From an optimization exercise on the open Yosys and OpenROAD flow, aimed at small area, a short achievable clock period and few clock cycles per item; shortcuts taken in it are not production practice.
Function was checked by simulation only, so behaviour that the tests miss may differ from the original.

==> design/flow/design.v <==
`default_nettype none
package sha256_pkg;
  localparam logic [255:0] c_iv = {
    32'h6a09e667, 32'hbb67ae85, 32'h3c6ef372, 32'ha54ff53a,
    32'h510e527f, 32'h9b05688c, 32'h1f83d9ab, 32'h5be0cd19
  };
  function automatic logic [31:0] rotr(input logic [31:0] x, input integer n);
    rotr = (x >> n) | (x << (32 - n));
  endfunction
  function automatic logic [31:0] csa_c(input logic [31:0] x, input logic [31:0] y,
                                        input logic [31:0] z);
    logic [31:0] m;
    m = (x & y) | (x & z) | (y & z);
    csa_c = {m[30:0], 1'b0};
  endfunction
  function automatic logic [31:0] add32(input logic [31:0] x, input logic [31:0] y);
    logic [31:0] g, p, gg, pp, gn, pn;
    g  = x & y;
    p  = x ^ y;
    gg = g;
    pp = p;
    for (int l = 0; l < 5; l++) begin
      gn = gg;
      pn = pp;
      for (int i = 0; i < 32; i++) begin
        if (((i >> l) & 1) == 1) begin
          gn[i] = gg[i] | (pp[i] & gg[((i >> l) << l) - 1]);
          pn[i] = pp[i] & pp[((i >> l) << l) - 1];
        end
      end
      gg = gn;
      pp = pn;
    end
    add32 = p ^ {gg[30:0], 1'b0};
  endfunction
endpackage
`default_nettype wire
`default_nettype none
module sha256_k_rom (
  input  logic [5:0]  i_addr,
  output logic [31:0] o_k
);
  localparam logic [2047:0] c_k = {
    32'hc67178f2,   
    32'hbef9a3f7,   
    32'ha4506ceb,   
    32'h90befffa,   
    32'h8cc70208,   
    32'h84c87814,   
    32'h78a5636f,   
    32'h748f82ee,   
    32'h682e6ff3,   
    32'h5b9cca4f,   
    32'h4ed8aa4a,   
    32'h391c0cb3,   
    32'h34b0bcb5,   
    32'h2748774c,   
    32'h1e376c08,   
    32'h19a4c116,   
    32'h106aa070,   
    32'hf40e3585,   
    32'hd6990624,   
    32'hd192e819,   
    32'hc76c51a3,   
    32'hc24b8b70,   
    32'ha81a664b,   
    32'ha2bfe8a1,   
    32'h92722c85,   
    32'h81c2c92e,   
    32'h766a0abb,   
    32'h650a7354,   
    32'h53380d13,   
    32'h4d2c6dfc,   
    32'h2e1b2138,   
    32'h27b70a85,   
    32'h14292967,   
    32'h06ca6351,   
    32'hd5a79147,   
    32'hc6e00bf3,   
    32'hbf597fc7,   
    32'hb00327c8,   
    32'ha831c66d,   
    32'h983e5152,   
    32'h76f988da,   
    32'h5cb0a9dc,   
    32'h4a7484aa,   
    32'h2de92c6f,   
    32'h240ca1cc,   
    32'h0fc19dc6,   
    32'hefbe4786,   
    32'he49b69c1,   
    32'hc19bf174,   
    32'h9bdc06a7,   
    32'h80deb1fe,   
    32'h72be5d74,   
    32'h550c7dc3,   
    32'h243185be,   
    32'h12835b01,   
    32'hd807aa98,   
    32'hab1c5ed5,   
    32'h923f82a4,   
    32'h59f111f1,   
    32'h3956c25b,   
    32'he9b5dba5,   
    32'hb5c0fbcf,   
    32'h71374491,   
    32'h428a2f98   
  };
  logic [63:0] w_sel;
  assign w_sel = 64'd1 << i_addr;
  always_comb begin
    o_k = 32'h0;
    for (int i = 0; i < 64; i++) o_k = o_k | ({32{w_sel[i]}} & c_k[32*i +: 32]);
  end
endmodule
`default_nettype wire
`default_nettype none
module sha256_round_core (
  input  logic         clock,
  input  logic         reset,
  input  logic         start,
  input  logic         first_block,
  input  logic         w_reg_rdy,
  input  logic [31:0]  w_reg_data,
  output logic         w_reg_read,
  output logic [5:0]   w_reg_addr,
  output logic         busy,
  output logic         done,
  output logic [255:0] digest
);
  logic        r_busy, r_done, r_read;
  logic [5:0]  r_addr;       
  logic        r_acc1, r_acc2;  
  logic [5:0]  r_kc;         
  logic        r_pv;         
  logic        r_fin;        
  logic        r_ld;         
  logic [1:0]  r_lcnt;
  logic        r_first;
  logic [31:0] r_a, r_b, r_c, r_d, r_e, r_f, r_g, r_h;
  logic [31:0] r_hkw;
  logic [31:0] r_p [4];      
  logic [31:0] r_q [4];      
  logic        w_go, w_ld, w_first, w_exec, w_add, w_acc;
  logic [31:0] w_k, w_x, w_ya, w_ye, w_iva, w_ive;
  logic [31:0] w_sig0, w_sig1, w_maj, w_na, w_ne, w_t1s, w_t1c;
  logic [31:0] w_suma, w_sume;
  assign w_go    = start & ~r_busy & ~r_done;
  assign w_ld    = w_go | r_ld;
  assign w_first = r_ld ? r_first : first_block;
  assign w_exec  = r_pv;
  assign w_add   = (w_exec & (r_kc == 6'd62 || r_kc == 6'd63 || r_kc == 6'd0)) | r_fin;
  assign w_acc   = r_read & w_reg_rdy;
  assign w_reg_read = r_read;
  assign w_reg_addr = r_addr;
  assign busy       = r_busy;
  assign done       = r_done;
  assign digest     = {r_p[0], r_p[1], r_p[2], r_p[3], r_q[0], r_q[1], r_q[2], r_q[3]};
  logic [5:0]  w_kc_next;
  logic [31:0] w_knext, r_k;
  assign w_kc_next = r_kc + {5'd0, r_acc2};
  sha256_k_rom u_k_rom (
    .i_addr (w_kc_next),
    .o_k    (w_knext)
  );
  assign w_k = r_k;
  always_comb begin
    unique case (r_lcnt)
      2'd0: begin w_iva = sha256_pkg::c_iv[159:128]; w_ive = sha256_pkg::c_iv[31:0];  end
      2'd1: begin w_iva = sha256_pkg::c_iv[191:160]; w_ive = sha256_pkg::c_iv[63:32]; end
      2'd2: begin w_iva = sha256_pkg::c_iv[223:192]; w_ive = sha256_pkg::c_iv[95:64]; end
      default: begin w_iva = sha256_pkg::c_iv[255:224]; w_ive = sha256_pkg::c_iv[127:96]; end
    endcase
  end
  assign w_ya = w_first ? w_iva : r_p[3];
  assign w_ye = w_first ? w_ive : r_q[3];
  assign w_sig0 = sha256_pkg::rotr(r_a, 2) ^ sha256_pkg::rotr(r_a, 13) ^ sha256_pkg::rotr(r_a, 22);
  assign w_sig1 = sha256_pkg::rotr(r_e, 6) ^ sha256_pkg::rotr(r_e, 11) ^ sha256_pkg::rotr(r_e, 25);
  assign w_maj  = (r_a & r_b) ^ (r_a & r_c) ^ (r_b & r_c);
  logic [31:0] w_us, w_uc, w_vs, w_vc, w_es, w_ec;
  logic [31:0] w_t1x, w_t1m;
  always_comb begin
    for (int i = 0; i < 32; i++) begin
      w_t1x[i] = r_e[i] ? (r_hkw[i] ^ r_f[i]) : (r_hkw[i] ^ r_g[i]);
      w_t1m[i] = r_e[i] ? (w_sig1[i] ? (r_hkw[i] | r_f[i]) : (r_hkw[i] & r_f[i]))
                        : (w_sig1[i] ? (r_hkw[i] | r_g[i]) : (r_hkw[i] & r_g[i]));
    end
  end
  assign w_t1s  = w_sig1 ^ w_t1x;
  assign w_t1c  = {w_t1m[30:0], 1'b0};
  assign w_es   = r_d ^ w_t1s ^ w_t1c;
  assign w_ec   = sha256_pkg::csa_c(r_d, w_t1s, w_t1c);
  assign w_ne   = sha256_pkg::add32(w_es, w_ec);
  assign w_us   = w_t1s ^ w_t1c ^ w_sig0;
  assign w_uc   = sha256_pkg::csa_c(w_t1s, w_t1c, w_sig0);
  assign w_vs   = w_us ^ w_uc ^ w_maj;
  assign w_vc   = sha256_pkg::csa_c(w_us, w_uc, w_maj);
  assign w_na   = sha256_pkg::add32(w_vs, w_vc);
  assign w_x    = (w_exec | r_ld) ? r_g : r_h;
  assign w_suma = sha256_pkg::add32(r_p[3], r_a);
  assign w_sume = sha256_pkg::add32(r_q[3], r_e);
  always_ff @(posedge clock or posedge reset) begin
    if (reset) begin
      r_busy  <= 1'b0;
      r_done  <= 1'b0;
      r_read  <= 1'b0;
      r_addr  <= 6'd0;
      r_acc1  <= 1'b0;
      r_acc2  <= 1'b0;
      r_kc    <= 6'd0;
      r_pv    <= 1'b0;
      r_fin   <= 1'b0;
      r_ld    <= 1'b0;
      r_lcnt  <= 2'd0;
      r_first <= 1'b0;
    end else begin
      r_done <= r_fin;
      r_fin  <= w_exec & (r_kc == 6'd0);
      if (w_go) begin
        r_busy  <= 1'b1;
        r_read  <= 1'b1;
        r_first <= first_block;
      end else if (r_fin) begin
        r_busy <= 1'b0;
      end
      if (w_acc) begin
        r_addr <= r_addr + 6'd1;
        if (r_addr == 6'd63) r_read <= 1'b0;
      end
      r_acc1 <= w_acc;
      r_acc2 <= r_acc1;
      r_pv   <= r_acc2;
      r_kc   <= w_kc_next;
      if (w_ld) begin
        r_lcnt <= r_lcnt + 2'd1;
        r_ld   <= (r_lcnt != 2'd3);
      end
    end
  end
  always_ff @(posedge clock or posedge reset) begin
    if (reset) begin
      for (int i = 0; i < 4; i++) begin
        r_p[i] <= 32'h0;
        r_q[i] <= 32'h0;
      end
    end else if (w_ld | w_add) begin
      r_p[0] <= w_ld ? w_ya : w_suma;
      r_q[0] <= w_ld ? w_ye : w_sume;
      for (int i = 1; i < 4; i++) begin
        r_p[i] <= r_p[i-1];
        r_q[i] <= r_q[i-1];
      end
    end
  end
  logic        w_hold;
  assign w_hold = ~(w_ld | w_exec);
  always_ff @(posedge clock) begin
    r_a <= ({32{w_exec}} & w_na) | ({32{w_ld}} & w_ya) | ({32{w_hold}} & r_a);
    r_e <= ({32{w_exec}} & w_ne) | ({32{w_ld}} & w_ye) | ({32{w_hold}} & r_e);
  end
  always_ff @(posedge clock) begin
    if (r_ld | w_exec) begin
      r_b <= r_a;
      r_c <= r_b;
      r_d <= r_c;
      r_f <= r_e;
      r_g <= r_f;
      r_h <= r_g;
    end
    r_k   <= w_knext;
    r_hkw <= sha256_pkg::add32(w_x ^ w_k ^ w_reg_data,
                              sha256_pkg::csa_c(w_x, w_k, w_reg_data));
  end
endmodule
`default_nettype wire
==> design/flow/flow/run.sh <==
#!/bin/bash
# Layout flow: the standard ORFS flow (standard synthesis unchanged), with
# - the port buffers made of sky130_fd_sc_hd__buf_1 instead of the cell
#   buffer_ports picks by default,
# - timing repair aiming at 6 ns of setup slack instead of config.mk's 5 (the
#   clock and constraints are unchanged), and
# - resizing not held to the original cell footprint.
# Every ORFS step keeps its own log under orfs/logs; the make output goes to
# flow_make.log here.
set -euo pipefail
bash standard.sh "BUFFER_PORTS_ARGS=-buffer_cell sky130_fd_sc_hd__buf_1" \
  SETUP_SLACK_MARGIN=6 MATCH_CELL_FOOTPRINT=0 finish > flow_make.log 2>&1
==> design/flow/standard.sh <==
#!/bin/bash
# synth_recipe.tcl (not shown) runs the flow's synth.tcl, then flattens the netlist and writes it again
# the make line also repeats each setting of config.mk as NAME=value (left out here)
make -C /OpenROAD-flow-scripts/flow DESIGN_CONFIG=/design/flow/config.mk WORK_HOME=/design/flow/orfs CLKGATE_MAP_FILE= SYNTH_SCRIPT=/design/flow/synth_recipe.tcl "${@:-finish}"
==> design/flow/config.mk <==
export PLATFORM = sky130hd
export DESIGN_NAME = sha256_round_core
export DESIGN_NICKNAME = sha256_round_core
export VERILOG_FILES = /design/flow/design.v
export SDC_FILE = /design/flow/constraint.sdc
export NUM_CORES = 4
export LEC_CHECK = 0
export CAP_MARGIN = 20
export CORE_MARGIN = 2
export CORE_UTILIZATION = 40
export CTS_CLUSTER_DIAMETER = 80
export CTS_CLUSTER_SIZE = 25
export PLACE_DENSITY = 0.6
export SETUP_SLACK_MARGIN = 5
export SLEW_MARGIN = 20
==> design/flow/constraint.sdc <==
create_clock -name core_clock -period 10.0 [get_ports {clock}]
set_input_delay 2.0000 -clock core_clock [delete_from_list [all_inputs] [get_ports {clock}]]
set_output_delay 2.0000 -clock core_clock [all_outputs]
set_load 0.01 [all_outputs]
==> results of run 1 <==
-- layer usage --
| metal | track usage | share of wire | wire length (um) | vias to the layer above |
|---|---|---|---|---|
| met5 | 0 | 0 | 0 | - |
| met4 | 0.134 | 0.059 | 7900 | 0 |
| met3 | 0.0381 | 0.068 | 8990 | 386 |
| met2 | 0.477 | 0.48 | 63500 | 1399 |
| met1 | 0.368 | 0.40 | 52700 | 14763 |
| li1 | - | - | - | 13303 |
-- worst paths after layout --
check                             from    endpoint  slack (ns)  cells past startpoint
worst max-delay path            r_a[3]     r_a[31]        5.60                     16
worst min-delay path            r_acc1      r_acc2        0.36                      0
worst max register to register  r_a[3]     r_a[31]        5.60                     16
worst min register to register  r_acc1      r_acc2        0.36                      0
max in group asynchronous        reset  r_p[1][12]        6.84                      4
min in group asynchronous        reset  r_q[2][20]        1.53                      3
-- sequential cells by signal (all words and copies together) (netlist names), 2 cells and up --
| signal | cells |
|---|---|
| r_q | 128 |
| r_addr | 6 |
| r_c | 32 |
| r_h | 32 |
| r_kc | 6 |
| r_f | 32 |
| r_hkw | 32 |
| r_b | 32 |
| r_lcnt | 2 |
| r_g | 32 |
| r_p | 128 |
| r_a | 32 |
| r_k | 32 |
| r_d | 32 |
| r_e | 32 |
-- timing repair --
item,4_1_cts,5_1_grt
gates resized for setup,234,138
buffers inserted,70,44
endpoints found under the setup margin,287,73
pin swaps,86,92
cloned,5,1
-- cells in the final DEF (no fill, tap or decap), types with 11 or more instances in the layout --
cell and instances:
a21oi_1 193, o21ai_0 152, edfxtp_1 160, clkbuf_16 43
o31ai_1 11, nor2_1 206, dfxtp_1 124, maj3_2 18
ha_4 33, a211oi_1 15, inv_1 178, xnor2_1 188
nand2_1 741, a21oi_2 24, o22ai_1 12, nor4_1 12
fa_2 12, a22oi_1 22, o21bai_1 17, a21o_1 74
dfxtp_4 28, o211ai_1 21, a221oi_1 15, nor3_1 48
mux2_2 52, a31oi_1 21, and3_1 16, xor2_1 59
nand3_1 65, ha_1 122, nand4_1 23, buf_1 291
buf_6 27, fa_1 131, buf_4 133, dfrtp_1 277
o21ai_1 17, o21a_1 19, xnor2_2 56, a221o_1 24
-- critical path, stage by stage (launching register included) --
cell	delay [ns]
dfxtp_1	0.70
xnor2_1	0.15
xnor2_1	0.22
fa_1	0.59
inv_1	0.06
fa_1	0.49
inv_2	0.05
ha_4	0.23
buf_4	0.14
and4_1	0.20
a221oi_2	0.31
o21ai_4	0.14
a41oi_4	0.28
o211ai_1	0.18
a31oi_1	0.19
xnor2_1	0.08
a221o_1	0.28
-- layout make-up --
| cell class | instances | area [sq um] |
|---|---|---|
| Inverter | 188 | 718 |
| Fill cell | 8314 | 46000 |
| Sequential cell | 599 | 15100 |
| Clock inverter | 18 | 254 |
| Antenna cell | 2 | 5.00 |
| Timing Repair Buffer | 468 | 2640 |
| Clock buffer | 51 | 1060 |
| Tap cell | 1165 | 1460 |
| Multi-Input combinational cell | 2720 | 20900 |
-- cell families (layout without fill, tap and decap cells) --
family	Yosys count	in the layout	share of synthesized area
compound gates	757	758	0.137
mux	78	78	0.0242
buf+inv	397	725	0.0437
xor+xnor	321	321	0.0794
simple gates	1230	1231	0.148
flops	599	599	0.422
fa+ha+maj	332	332	0.145
other cells	0	2	0
-- metrics by stage --
stage	utilization	hold slack (ns)	setup WS, ns
after global routing	0.478	0.363	5.47
after floorplan	-	0.331	4.31
after detailed placement	0.432	0.335	4.75
final	0.478	0.356	5.60
after CTS	0.466	0.357	5.54
after global placement	0.432	0.333	4.79
==> reports/qor.yml, run 1 <==
sta:
  hold_viol: 0
  tightestPinTransition_ns: 0.999
  slew_viol_final: 0
  fin_skew_ns: 0.0759
  max_freq_ghz: 0.227
  slew-limit-headroom: 0.334
  fin_crit_sh: 0.440
  rsz0062_at_grt: "true"
  final.min_clock_period_ns: 4.40
  setup_tns_ns: 0
  setup_viol: 0
clock_tree:
  cts_root_buf: "clkbuf_16"
  clk_latency_ns: 0.65
  cts_tree: "yes"
  cts_buffer_depth: 3
  postCtsHoldBufs: 0
  clock_sinks: 599
  htreeDepth: 2
  numCtsBuffers: 38
  clk_pin_slew_worst_paths_ns: 0.11
placement:
  dp_hpwl_um: 97400
  dp_cells: 5020
  place_congestion: 1.00
  placed_area_sq_um: 38100
  port_buffers: 301
yosys:
  synth_most_common_cell: "nand2_1"
  syn_area_sq_um: 35500
  ys_warn_count: 4
  synth.distinct_cells: 97
  ys_ff_latch: 599
  ys.flop_type: "dfrtp_1"
  synth-edff-count: 160
  synth_area_leaders: "dfrtp_1 (20%), edfxtp_1 (14%), dfxtp_1 (9.0%)"
  avgSynthCellArea_sq_um: 9.56
  synth_top_area_share: 0.197
  synth_seq_area_share: 0.422
  synth_nets: 4055
  yosysTopAreaCell: "dfrtp_1"
  synthArstFlopShare: 0.466
  synth_common_cells: "nand2_1 (745), dfrtp_1 (279), xnor2_1 (252)"
  synthCells: 3714
die:
  coreArea_sq_um: 88100
  die-area_sq_um: 91100
  fp.dieW_um: 302
  ios: 302
  start_util: 0.403
  fp.dieH_um: 302
  rows: 109
final_layout:
  drive_gt1_frac: 0.159
  final_nets: 4356
  design_area_sq_um: 42100
  area_growth_pct: 18.7
  instances_no_fill: 5211
routing:
  viasPerCell: 5.73
  vias: 29851
  ant_nets: 0
  wire_per_inst_um: 25.5
  wl_um: 133000
  drt_pre_antenna_iters: 6
  drt-initial-drc-count: 2985
  drc: 0
global_route:
  antenna_found_initial: 0
  grt_start_max_net_pins: 169
  track_usage: 0.286
  grt_first_pass_wirelength_um: 193000
  overflow: 0
  grt_pass1_vias: 28928
critical_path:
  critical_path_class: "reg2reg"
  cp-end-kind: "flip-flop"
  start_kind: "flip-flop"
  critical_path_required_ns: 10.54
  cp_max_fo: 7
  cp.arrival_ns: 4.94
worst_hold_path:
  min_path_type: "reg2reg"
run_status:
  status: "timing/DRC/antenna clean"
run:
  drv_cap: 0
Testbench counts, summed over its fixed seeds: cycles 20,453, blocks 256.
==> inputs of run 2 (changes only) <==
==> design/flow/flow/run.sh (replaced) <==
#!/bin/bash
# Layout flow: the standard ORFS flow (standard synthesis unchanged), with
# - the port buffers made of sky130_fd_sc_hd__buf_1 instead of the cell
#   buffer_ports picks by default,
# - timing repair aiming at 5.75 ns of setup slack instead of config.mk's 5 (the
#   clock and constraints are unchanged), and
# - resizing not held to the original cell footprint.
# Every ORFS step keeps its own log under orfs/logs; the make output goes to
# flow_make.log here.
set -euo pipefail
bash standard.sh "BUFFER_PORTS_ARGS=-buffer_cell sky130_fd_sc_hd__buf_1" \
  SETUP_SLACK_MARGIN=5.75 MATCH_CELL_FOOTPRINT=0 finish > flow_make.log 2>&1
==> run 2 against run 1 <==
Net effect: sequential share of layout area grew 0.36 points; fmax shrank 1.9%; cell count shrank 0.38%; clock skew shrank 0.023 ns; die area is the same; via count shrank 0.60%; hold slack gained 0.0014 ns; routed wire length shrank 2.0%; global-route usage shrank 0.74 points; highest routed layer is now met5; clock-buffer cell count shrank 9; synthesized cell count is the same.
==> reports/qor.yml, run 2 <==
run_status:
  status: "timing/DRC/antenna clean"
critical_path:
  cp-end-kind: "flip-flop"
  cpPeakStageDelay_ns: 0.55
  critical_path_class: "reg2reg"
  cp_top_family: "compound AO/OA/AOI/OAI gates"
  cp_max_fo: 5
  start_kind: "flip-flop"
  cp.arrival_ns: 4.99
  crit_path_top_delay_cell: "fa_1"
  critical_path_required_ns: 10.51
  crit_chain: "buf_4 -> xor2_2 -> xnor2_2 -> buf_4 -> xnor2_4 -> fa_1 -> inv_1 -> fa_1 -> inv_1 -> ha_4 -> a21o_1 -> a21o_1 -> a21oi_1 -> o21ai_1 -> a41oi_4 -> o211ai_1 -> a31oi_1 -> xnor2_1 -> a221o_1"
  crit_buf_inv: 4
  r2r_setup_slack_ns: 5.52
worst_hold_path:
  min_path_type: "reg2reg"
sta:
  slew_viol_final: 0
  final.min_clock_period_ns: 4.48
  max_freq_ghz: 0.223
  rsz0062_at_grt: "true"
  fin_skew_ns: 0.0534
  hold_viol: 0
  setup_tns_ns: 0
  fin_crit_sh: 0.448
  setup_viol: 0
  slew-limit-headroom: 0.280
  tightestPinTransition_ns: 1.08
  setup_ws_ns: 5.52
placement:
  place_ws_ns: 4.56
  dp_hpwl_um: 96400
  port_buffers: 301
  placed_area_sq_um: 37900
  dp_cells: 5020
  place_congestion: 0.995
die:
  rows: 109
  die-area_sq_um: 91100
  ios: 302
  coreArea_sq_um: 88100
  fp.dieH_um: 302
  start_util: 0.403
  fp.dieW_um: 302
clock_tree:
  numCtsBuffers: 36
  htreeDepth: 2
  clk_pin_slew_worst_paths_ns: 0.10
  postCtsHoldBufs: 0
  clk_latency_ns: 0.61
  cts_buffer_depth: 3
  cts_root_buf: "clkbuf_16"
  clock_sinks: 599
  cts_tree: "yes"
final_layout:
  final_cell_mix: "nand2_1 (741), buf_1 (294), dfrtp_1 (278)"
  reg.largest.list: "r_p x128, r_q x128"
  n_antenna_cell: 0
  layout_commonest_cell: "nand2_1"
  final_nets: 4341
  design_area_sq_um: 41700
  drive_gt1_frac: 0.145
  area_growth_pct: 17.4
  instances_no_fill: 5191
  nFillCells: 8388
yosys:
  ys_ff_latch: 599
  synth_nets: 4055
  synth-edff-count: 160
  synth_area_leaders: "dfrtp_1 (20%), edfxtp_1 (14%), dfxtp_1 (9.0%)"
  synth.distinct_cells: 97
  syn_area_sq_um: 35500
  synth_top_area_share: 0.197
  synth_most_common_cell: "nand2_1"
  synth_common_cells: "nand2_1 (745), dfrtp_1 (279), xnor2_1 (252)"
  synth_seq_area_share: 0.422
  yosysTopAreaCell: "dfrtp_1"
  ys.flop_type: "dfrtp_1"
  avgSynthCellArea_sq_um: 9.56
  ys_warn_count: 4
  synthArstFlopShare: 0.466
  synthCells: 3714
routing:
  drc: 0
  wire_per_inst_um: 25.1
  ant_nets: 0
  drt_pre_antenna_iters: 6
  viasPerCell: 5.72
  drt-initial-drc-count: 2982
  wl_um: 130000
  vias: 29673
global_route:
  grt_start_max_net_pins: 180
  met1_usage: 0.375
  grt_first_pass_wirelength_um: 188000
  grt_pass1_vias: 27911
  top_usage_layer: "met2"
  met3_usage: 0.0437
  antenna_found_initial: 3
  overflow: 0
  track_usage: 0.278
  use_met2: 0.455
run:
  drv_cap: 0
==> run 2: cell counts after synthesis <==
Identical to the previous run, type by type.
==> run 2: cell type report <==
| class | count | area [sq um] | share of cell area |
|---|---|---|---|
| Clock inverter | 22 | 322 | 0.00772 |
| Multi-Input combinational cell | 2718 | 20600 | 0.494 |
| Timing Repair Buffer | 456 | 2510 | 0.0603 |
| Sequential cell | 599 | 15100 | 0.362 |
| Timing Repair inverter | 1 | 5.00 | 0.000120 |
| Clock buffer | 42 | 955 | 0.0229 |
| Tap cell | 1165 | 1460 | 0.0350 |
| Inverter | 188 | 722 | 0.0173 |
==> run 2: cell families after synthesis <==
group                    share of synthesized area
multiplexers                                0.0242
flip-flops                                   0.422
AO/OA/AOI/OAI                                0.137
XOR/XNOR                                    0.0794
adder cells (fa/ha/maj)                      0.145
buffers and inverters                       0.0437
AND/OR/NAND/NOR                              0.148
==> run 2: timing repair <==
item,CTS,global route
pin swaps,47,68
buffers inserted,64,40
resized for setup,214,122
gates cloned,1,2
setup endpoints to repair,216,126
==> run 2: final timing paths <==
check                             start         end  cells after the start
worst max-delay path            r_e[10]     r_a[31]                     19
worst min-delay path             r_acc1      r_acc2                      0
worst max register to register  r_e[10]     r_a[31]                     19
worst min register to register   r_acc1      r_acc2                      0
max in group asynchronous         reset  r_p[3][17]                      5
min in group asynchronous         reset   r_q[3][9]                      3
==> run 2: layer usage <==
metal  share of wire  up-vias
met5         0.00037        -
li1                -    13287
met1            0.41    14738
met2            0.47     1332
met4           0.042        6
met3           0.076      310
==> run 2: metrics by stage <==
step                       util  hold slack, ns
after floorplan               -           0.331
after global placement    0.430           0.333
after detailed placement  0.430           0.340
after CTS                 0.462           0.361
after global routing      0.473           0.377
final                     0.473           0.358
==> inputs of run 3 (changes only) <==
--- a/design/flow/design.v
+++ b/design/flow/design.v
@@ -140,4 +140,5 @@
   logic [31:0] r_a, r_b, r_c, r_d, r_e, r_f, r_g, r_h;
   logic [31:0] r_hkw;
+  logic [31:0] r_s1;         
   logic [31:0] r_p [4];      
   logic [31:0] r_q [4];      
@@ -176,5 +177,5 @@
   assign w_ye = w_first ? w_ive : r_q[3];
   assign w_sig0 = sha256_pkg::rotr(r_a, 2) ^ sha256_pkg::rotr(r_a, 13) ^ sha256_pkg::rotr(r_a, 22);
-  assign w_sig1 = sha256_pkg::rotr(r_e, 6) ^ sha256_pkg::rotr(r_e, 11) ^ sha256_pkg::rotr(r_e, 25);
+  assign w_sig1 = r_s1;
   assign w_maj  = (r_a & r_b) ^ (r_a & r_c) ^ (r_b & r_c);
   logic [31:0] w_us, w_uc, w_vs, w_vc, w_es, w_ec;
@@ -192,8 +193,8 @@
   assign w_ec   = sha256_pkg::csa_c(r_d, w_t1s, w_t1c);
   assign w_ne   = sha256_pkg::add32(w_es, w_ec);
-  assign w_us   = w_t1s ^ w_t1c ^ w_sig0;
-  assign w_uc   = sha256_pkg::csa_c(w_t1s, w_t1c, w_sig0);
-  assign w_vs   = w_us ^ w_uc ^ w_maj;
-  assign w_vc   = sha256_pkg::csa_c(w_us, w_uc, w_maj);
+  assign w_us   = w_t1s ^ w_t1c ^ w_maj;
+  assign w_uc   = sha256_pkg::csa_c(w_t1s, w_t1c, w_maj);
+  assign w_vs   = w_us ^ w_uc ^ w_sig0;
+  assign w_vc   = sha256_pkg::csa_c(w_us, w_uc, w_sig0);
   assign w_na   = sha256_pkg::add32(w_vs, w_vc);
   assign w_x    = (w_exec | r_ld) ? r_g : r_h;
@@ -254,8 +255,12 @@
   end
   logic        w_hold;
-  assign w_hold = ~(w_ld | w_exec);
+  logic [31:0] w_e_next;
+  assign w_hold   = ~(w_ld | w_exec);
+  assign w_e_next = ({32{w_exec}} & w_ne) | ({32{w_ld}} & w_ye) | ({32{w_hold}} & r_e);
   always_ff @(posedge clock) begin
     r_a <= ({32{w_exec}} & w_na) | ({32{w_ld}} & w_ya) | ({32{w_hold}} & r_a);
-    r_e <= ({32{w_exec}} & w_ne) | ({32{w_ld}} & w_ye) | ({32{w_hold}} & r_e);
+    r_e  <= w_e_next;
+    r_s1 <= sha256_pkg::rotr(w_e_next, 6) ^ sha256_pkg::rotr(w_e_next, 11) ^
+            sha256_pkg::rotr(w_e_next, 25);
   end
   always_ff @(posedge clock) begin
==> run 3 against run 2 <==
Net effect: critical path depth decreased by 2; register-to-register slack improved by 0.08 ns; cell count decreased by 0.17%; fmax increased by 1.9%; flip-flop and latch count increased by 32.
==> reports/qor.yml, run 3 <==
run_status:
  status: "timing/DRC/antenna clean"
critical_path:
  r2r_setup_slack_ns: 5.60
  r2r-start: "r_e[5]"
  cpPeakStageDelay_ns: 0.49
  crit_buf_inv: 3
  cp.arrival_ns: 4.91
  crit_chain: "mux2i_4 -> xor2_2 -> inv_1 -> fa_1 -> fa_1 -> inv_1 -> ha_4 -> o21a_1 -> o2111a_1 -> a22oi_2 -> a211oi_2 -> o21a_2 -> a21o_1 -> buf_4 -> a21o_1 -> xor2_1 -> a221o_1"
  critical_path_class: "reg2reg"
  cp_top_family: "compound AO/OA/AOI/OAI gates"
  ff2ff_path_depth: 17
  r2r_end: "r_a[27]"
  critical_path_required_ns: 10.51
  cp-end-kind: "flip-flop"
  crit_path_top_delay_cell: "fa_1"
  cp_max_fo: 4
  start_kind: "flip-flop"
worst_hold_path:
  min_path_type: "reg2reg"
  worstHoldPathCells: 0
  min_to: "r_acc2"
  min_from: "r_acc1"
yosys:
  avgSynthCellArea_sq_um: 9.63
  synth_seq_area_share: 0.441
  synth-edff-count: 160
  ys_warn_count: 4
  synth_common_cells: "nand2_1 (778), dfrtp_1 (279), a21oi_1 (248)"
  synth_nets: 4025
  synthArstFlopShare: 0.442
  synthCells: 3684
  synth_most_common_cell: "nand2_1"
  yosysTopAreaCell: "dfrtp_1"
  synth_top_area_share: 0.197
  synth.distinct_cells: 81
  ys.flop_type: "dfrtp_1"
  ys_ff_latch: 631
  syn_area_sq_um: 35500
  synth_area_leaders: "dfrtp_1 (20%), edfxtp_1 (14%), dfxtp_1 (11%)"
clock_tree:
  cts_buffer_depth: 3
  clk_pin_slew_worst_paths_ns: 0.10
  postCtsHoldBufs: 0
  cts_tree: "yes"
  numCtsBuffers: 39
  clock_sinks: 631
  cts_root_buf: "clkbuf_16"
  clk_latency_ns: 0.63
  htreeDepth: 2
die:
  coreArea_sq_um: 88100
  ios: 302
  fp.dieH_um: 302
  die-area_sq_um: 91100
  fp.dieW_um: 302
  start_util: 0.403
  rows: 109
global_route:
  track_usage: 0.253
  overflow: 0
  grt_first_pass_wirelength_um: 174000
  grt_start_max_net_pins: 184
  antenna_found_initial: 2
  grt_pass1_vias: 27210
routing:
  wire_per_inst_um: 22.7
  viasPerCell: 5.51
  drt-initial-drc-count: 2917
  wl_um: 118000
  ant_nets: 0
  drt_pre_antenna_iters: 6
  vias: 28546
  drc: 0
sta:
  fin_crit_sh: 0.440
  slew-limit-headroom: 0.254
  final.min_clock_period_ns: 4.40
  max_freq_ghz: 0.227
  slew_viol_final: 0
  setup_tns_ns: 0
  setup_ws_ns: 5.60
  fin_skew_ns: 0.0515
  rsz0062_at_grt: "true"
  hold_viol: 0
  tightestPinTransition_ns: 1.12
  setup_viol: 0
placement:
  place_congestion: 0.935
  port_buffers: 301
  place_ws_ns: 4.68
  dp_hpwl_um: 86400
final_layout:
  final_cell_mix: "nand2_1 (772), buf_1 (300), dfrtp_1 (278)"
  drive_gt1_frac: 0.123
  area_growth_pct: 16.8
  final_nets: 4328
  reg.largest.list: "r_p x128, r_q x128"
  layout_commonest_cell: "nand2_1"
run:
  drv_cap: 0
## run 3: cell count changes in the layout (fill, tap and decap cells not counted), sizes merged, moves of 14 or more
cell	delta
a21oi	+27
dfxtp	+32
inv	+20
maj3	-25
mux2	-27
mux2i	+20
nand2	+31
nand3	-39
nand4	-15
nor3	-19
o21a	+14
xnor2	-75
xor2	+66
## run 3: what timing repair did
item	4_1_cts	5_1_grt
buffers inserted	63	38
endpoints found under the setup margin	86	143
resized for setup	171	78
gates cloned	1	0
pin swaps	69	64
## run 3: how the worst max path moves through the flow
stage	startpoint	endpoint	slack [ns]	depth (start not counted)
floorplan	reset	r_acc1	4.31	1
global placement	w_reg_data[2]	r_hkw[31]	4.70	14
detailed placement	w_reg_data[2]	r_hkw[31]	4.68	14
CTS	r_e[8]	r_a[30]	5.64	21
global route	r_e[8]	r_a[30]	5.42	21
finish	r_e[5]	r_a[27]	5.60	17
## run 3: layer usage
| metal | up-vias | wire length [um] | global-route usage |
|---|---|---|---|
| li1 | 13132 | - | - |
| met1 | 14057 | 48300 | 0.339 |
| met2 | 1150 | 56300 | 0.420 |
| met3 | 207 | 8330 | 0.0368 |
| met4 | 0 | 4660 | 0.0884 |
| met5 | - | 0 | 0 |
## run 3: through the flow
| stage | hold slack [ns] | cell area (sq um) | std cells | util |
|---|---|---|---|---|
| 6_report | 0.359 | 41400 | 5182 | 0.470 |
| 2_1_floorplan | 0.331 | 35800 | 3684 | - |
| 3_3_place_gp | 0.337 | 38100 | 5009 | 0.432 |
| 4_1_cts | 0.362 | 40700 | 5143 | 0.462 |
| 3_5_place_dp | 0.339 | 38100 | 5009 | 0.432 |
| 5_1_grt | 0.366 | 41400 | 5182 | 0.470 |
## run 3: final cells by class
cell class	instances	area, sq um
fill	8363	46700
multi-input combinational	2663	19800
sequential	631	15700
timing repair buffer	448	2340
tap	1165	1460
clock buffer	44	995
inverter	204	773
clock inverter	26	338
antenna	1	2.50
## run 3: logic make-up after synthesis
family | count (synthesis) | synth area share
simple gates | 1151 | 0.132
compound gates | 822 | 0.150
flops | 631 | 0.441
buf+inv | 390 | 0.0413
xor+xnor | 312 | 0.0770
fa+ha+maj | 307 | 0.138
mux | 71 | 0.0213
## run 3: worst register-to-register path, cell delays in order, from the launching register on
cell	delay [ns]
dfxtp_4	0.40
mux2i_4	0.27
xor2_2	0.20
inv_1	0.09
fa_1	0.45
fa_1	0.49
inv_1	0.07
ha_4	0.23
o21a_1	0.18
o2111a_1	0.25
a22oi_2	0.30
a211oi_2	0.14
o21a_2	0.25
a21o_1	0.21
buf_4	0.15
a21o_1	0.18
xor2_1	0.15
a221o_1	0.28
Testbench counts of run 3, summed over its fixed seeds: cycles 20,453, blocks 256.
==> inputs of run 4 (changes only) <==
--- a/design/flow/design.v
+++ b/design/flow/design.v
@@ -140,5 +140,4 @@
   logic [31:0] r_a, r_b, r_c, r_d, r_e, r_f, r_g, r_h;
   logic [31:0] r_hkw;
-  logic [31:0] r_s1;         
   logic [31:0] r_p [4];      
   logic [31:0] r_q [4];      
@@ -255,5 +254,5 @@
   end
   logic        w_hold;
-  logic [31:0] w_e_next;
+  logic [31:0] w_e_next, r_s1;
   assign w_hold   = ~(w_ld | w_exec);
   assign w_e_next = ({32{w_exec}} & w_ne) | ({32{w_ld}} & w_ye) | ({32{w_hold}} & r_e);
==> design/flow/flow/run.sh (replaced) <==
#!/bin/bash
# Layout flow: the standard ORFS flow (standard synthesis unchanged), with
# - the port buffers made of sky130_fd_sc_hd__buf_1 instead of the cell
#   buffer_ports picks by default,
# - timing repair aiming at 6 ns of setup slack instead of config.mk's 5 (the
#   clock and constraints are unchanged), and
# - resizing not held to the original cell footprint.
# Every ORFS step keeps its own log under orfs/logs; the make output goes to
# flow_make.log here.
set -euo pipefail
bash standard.sh "BUFFER_PORTS_ARGS=-buffer_cell sky130_fd_sc_hd__buf_1" \
  SETUP_SLACK_MARGIN=6 MATCH_CELL_FOOTPRINT=0 finish > flow_make.log 2>&1
==> run 4 against run 3 <==
Net effect: non-clock buffer count is 41 higher; cell count up 0.89%; synthesized area unchanged; synthesized cell count unchanged; sequential share of layout area is 1.3 points lower; via count grew 1.7%; critical path type unchanged; register-to-register slack worse by 0.05 ns; first-iteration DRC count up 5.3%.
==> reports/qor.yml, run 4 <==
run_status:
  status: "timing/DRC/antenna clean"
routing:
  drc: 0
  ant_nets: 0
  vias: 29035
  viasPerCell: 5.55
  wl_um: 124000
  drt_pre_antenna_iters: 6
  drt-initial-drc-count: 3073
  wire_per_inst_um: 23.6
sta:
  max_freq_ghz: 0.225
  setup_viol: 0
  slew-limit-headroom: 0.241
  setup_tns_ns: 0
  fin_crit_sh: 0.444
  fin_skew_ns: 0.0390
  setup_ws_ns: 5.56
  hold_viol: 0
  tightestPinTransition_ns: 1.13
  rsz0062_at_grt: "true"
  final.min_clock_period_ns: 4.44
  slew_viol_final: 0
critical_path:
  critical_path_required_ns: 10.49
  r2r-start: "r_g[8]"
  ff2ff_path_depth: 18
  crit_top_cell: "fa_2"
  start_kind: "flip-flop"
  r2r_setup_slack_ns: 5.56
  crit_buf_inv: 3
  critical_path_class: "reg2reg"
  cp-end-kind: "flip-flop"
  cp.arrival_ns: 4.94
  cp-startpoint: "r_g[8]"
  cpPeakStageDelay_ns: 0.59
  cp_top_family: "adder cells"
  cp_max_fo: 3
  crit_path_top_delay_cell: "fa_2"
  crit_chain: "mux2i_4 -> xor2_2 -> inv_1 -> fa_2 -> fa_1 -> inv_2 -> ha_4 -> and3_4 -> o2111a_1 -> a22oi_2 -> buf_4 -> nand2_4 -> a41o_1 -> a21o_1 -> fa_2 -> xor2_1 -> a22oi_1 -> o21ai_1"
  r2r_end: "r_a[17]"
  cp-endpoint: "r_a[17]"
  crit_cells: 18
global_route:
  grt_first_pass_wirelength_um: 180000
  overflow: 0
  met3_usage: 0.0335
  grt_pass1_vias: 27481
  top_usage_layer: "met2"
  met1_usage: 0.355
  grt_start_max_net_pins: 158
  use_met2: 0.431
  antenna_found_initial: 4
  track_usage: 0.263
yosys:
  syn_area_sq_um: 35500
  synth_most_common_cell: "nand2_1"
  ys_ff_latch: 631
  synthCells: 3684
  synth-edff-count: 160
  synth_area_leaders: "dfrtp_1 (20%), edfxtp_1 (14%), dfxtp_1 (11%)"
  synth_top_area_share: 0.197
  synthArstFlopShare: 0.442
  synth.distinct_cells: 81
  synth_seq_area_share: 0.441
  avgSynthCellArea_sq_um: 9.63
  synth_common_cells: "nand2_1 (778), dfrtp_1 (279), a21oi_1 (248)"
  synth_nets: 4025
  ys_warn_count: 4
  ys.flop_type: "dfrtp_1"
  yosysTopAreaCell: "dfrtp_1"
clock_tree:
  cts_buffer_depth: 3
  cts_root_buf: "clkbuf_16"
  postCtsHoldBufs: 0
  cts_tree: "yes"
  clock_sinks: 631
  htreeDepth: 2
  clk_latency_ns: 0.61
  numCtsBuffers: 40
  clk_pin_slew_worst_paths_ns: 0.11
final_layout:
  area_growth_pct: 20.9
  final_nets: 4371
  layout_commonest_cell: "nand2_1"
  fin_util: 0.487
  reg.largest.list: "r_p x128, r_q x128"
  nFillCells: 8124
  final_cell_mix: "nand2_1 (767), buf_1 (298), dfrtp_1 (277)"
  drive_gt1_frac: 0.161
placement:
  place_ws_ns: 4.72
  port_buffers: 301
  place_congestion: 0.955
  dp_hpwl_um: 87900
run:
  drv_cap: 0
die:
  fp.dieH_um: 302
  ios: 302
  coreArea_sq_um: 88100
  start_util: 0.403
  rows: 109
  die-area_sq_um: 91100
  fp.dieW_um: 302
worst_hold_path:
  min_path_type: "reg2reg"
run 4: changes by cell type in the layout (fill, tap and decap cells not counted), moves of 11 or more:
cell | before | now
xnor2_1 | 169 | 141
xor2_1 | 114 | 99
ha_1 | 141 | 126
xor2_2 | 18 | 32
buf_6 | 11 | 36
xnor2_2 | 7 | 31
buf_4 | 133 | 144
inv_1 | 190 | 178
ha_4 | 16 | 29
run 4: layer usage:
metal	part of all wire	vias up
li1	-	13207
met1	0.41	14338
met2	0.48	1254
met3	0.074	236
met4	0.044	0
met5	0	-
run 4: kinds of logic after synthesis:
kind of cell / synth area share
and+or+nand+nor: 0.132
AOI/OAI and AO/OA: 0.150
DFF: 0.441
buffers and inverters: 0.0413
xor gates and xnor gates: 0.0770
adders and majority gates: 0.138
muxes: 0.0213
run 4: cell type report:
cell class | count | area, sq um | area share
diodes | 5 | 12.5 | 0.000292
clock buffers | 47 | 1080 | 0.0252
clock inverters | 23 | 337 | 0.00785
inverters | 204 | 783 | 0.0183
multi-input cells | 2664 | 20600 | 0.481
flip-flops and latches | 631 | 15700 | 0.366
well taps | 1165 | 1460 | 0.0340
repair buffers | 489 | 2870 | 0.0668
run 4: worst min path at each step:
stage / from / endpoint / slack [ns] / depth (start not counted)
2_1_floorplan: r_acc1 / r_acc2 / 0.33 / 0
3_3_place_gp: r_acc1 / r_acc2 / 0.34 / 0
3_5_place_dp: r_acc1 / r_acc2 / 0.34 / 0
4_1_cts: r_acc1 / r_acc2 / 0.36 / 0
5_1_grt: r_acc1 / r_acc2 / 0.37 / 0
6_report: r_acc1 / r_acc2 / 0.35 / 0
run 4: what timing repair did:
| action | in CTS | in global routing |
|---|---|---|
| pin swaps | 120 | 83 |
| setup endpoints to repair | 267 | 88 |
| cloned | 3 | 3 |
| buffers inserted | 90 | 47 |
| gates resized for setup | 252 | 162 |
run 4: per-stage QoR:
step	area [sq um]	hold WS [ns]	std cells
global route	42900	0.370	5224
global placement	38200	0.336	5010
floorplan	35800	0.331	3684
detailed placement	38200	0.336	5010
CTS	41600	0.357	5173
finish	42900	0.354	5228
Testbench counts of run 4, summed over its fixed seeds: cycles 20,453, blocks 256.

## separate check: timing with driven ports
Ports are ideal in the flow. The routed layouts listed here were re-timed in OpenROAD. Step 1, drivers: a clkbuf_16 drives clock and a buf_2 each remaining input, both assumed. Step 2 times the ports against the registers' clock, not the clock port: input delays grow and output delays shrink by t, the midpoint of the rising clock arrivals with the driver on. Slacks: no drivers / after step 1 / after step 2; pairs: no drivers / after step 1.
| run | shift t [ns] | slack for setup (ns) | clock arrival spread, ns | worst slew at a driven data input, ns |
|---|---|---|---|---|
| run 1 | 0.683 | 5.600 / 5.600 / 5.028 | 0.076 / 0.076 | 0.04 |
| run 2 | 0.651 | 5.517 / 5.517 / 5.073 | 0.054 / 0.055 | 0.07 |
| run 3 | 0.668 | 5.601 / 5.601 / 5.099 | 0.051 / 0.051 | 0.10 |
| run 4 | 0.667 | 5.555 / 5.555 / 5.134 | 0.043 / 0.043 | 0.10 |
After both steps setup and hold are still met in every run listed. The setup slack of run 1, which loses most, moves by 0.000 ns with the drivers and by -0.572 ns with both steps.
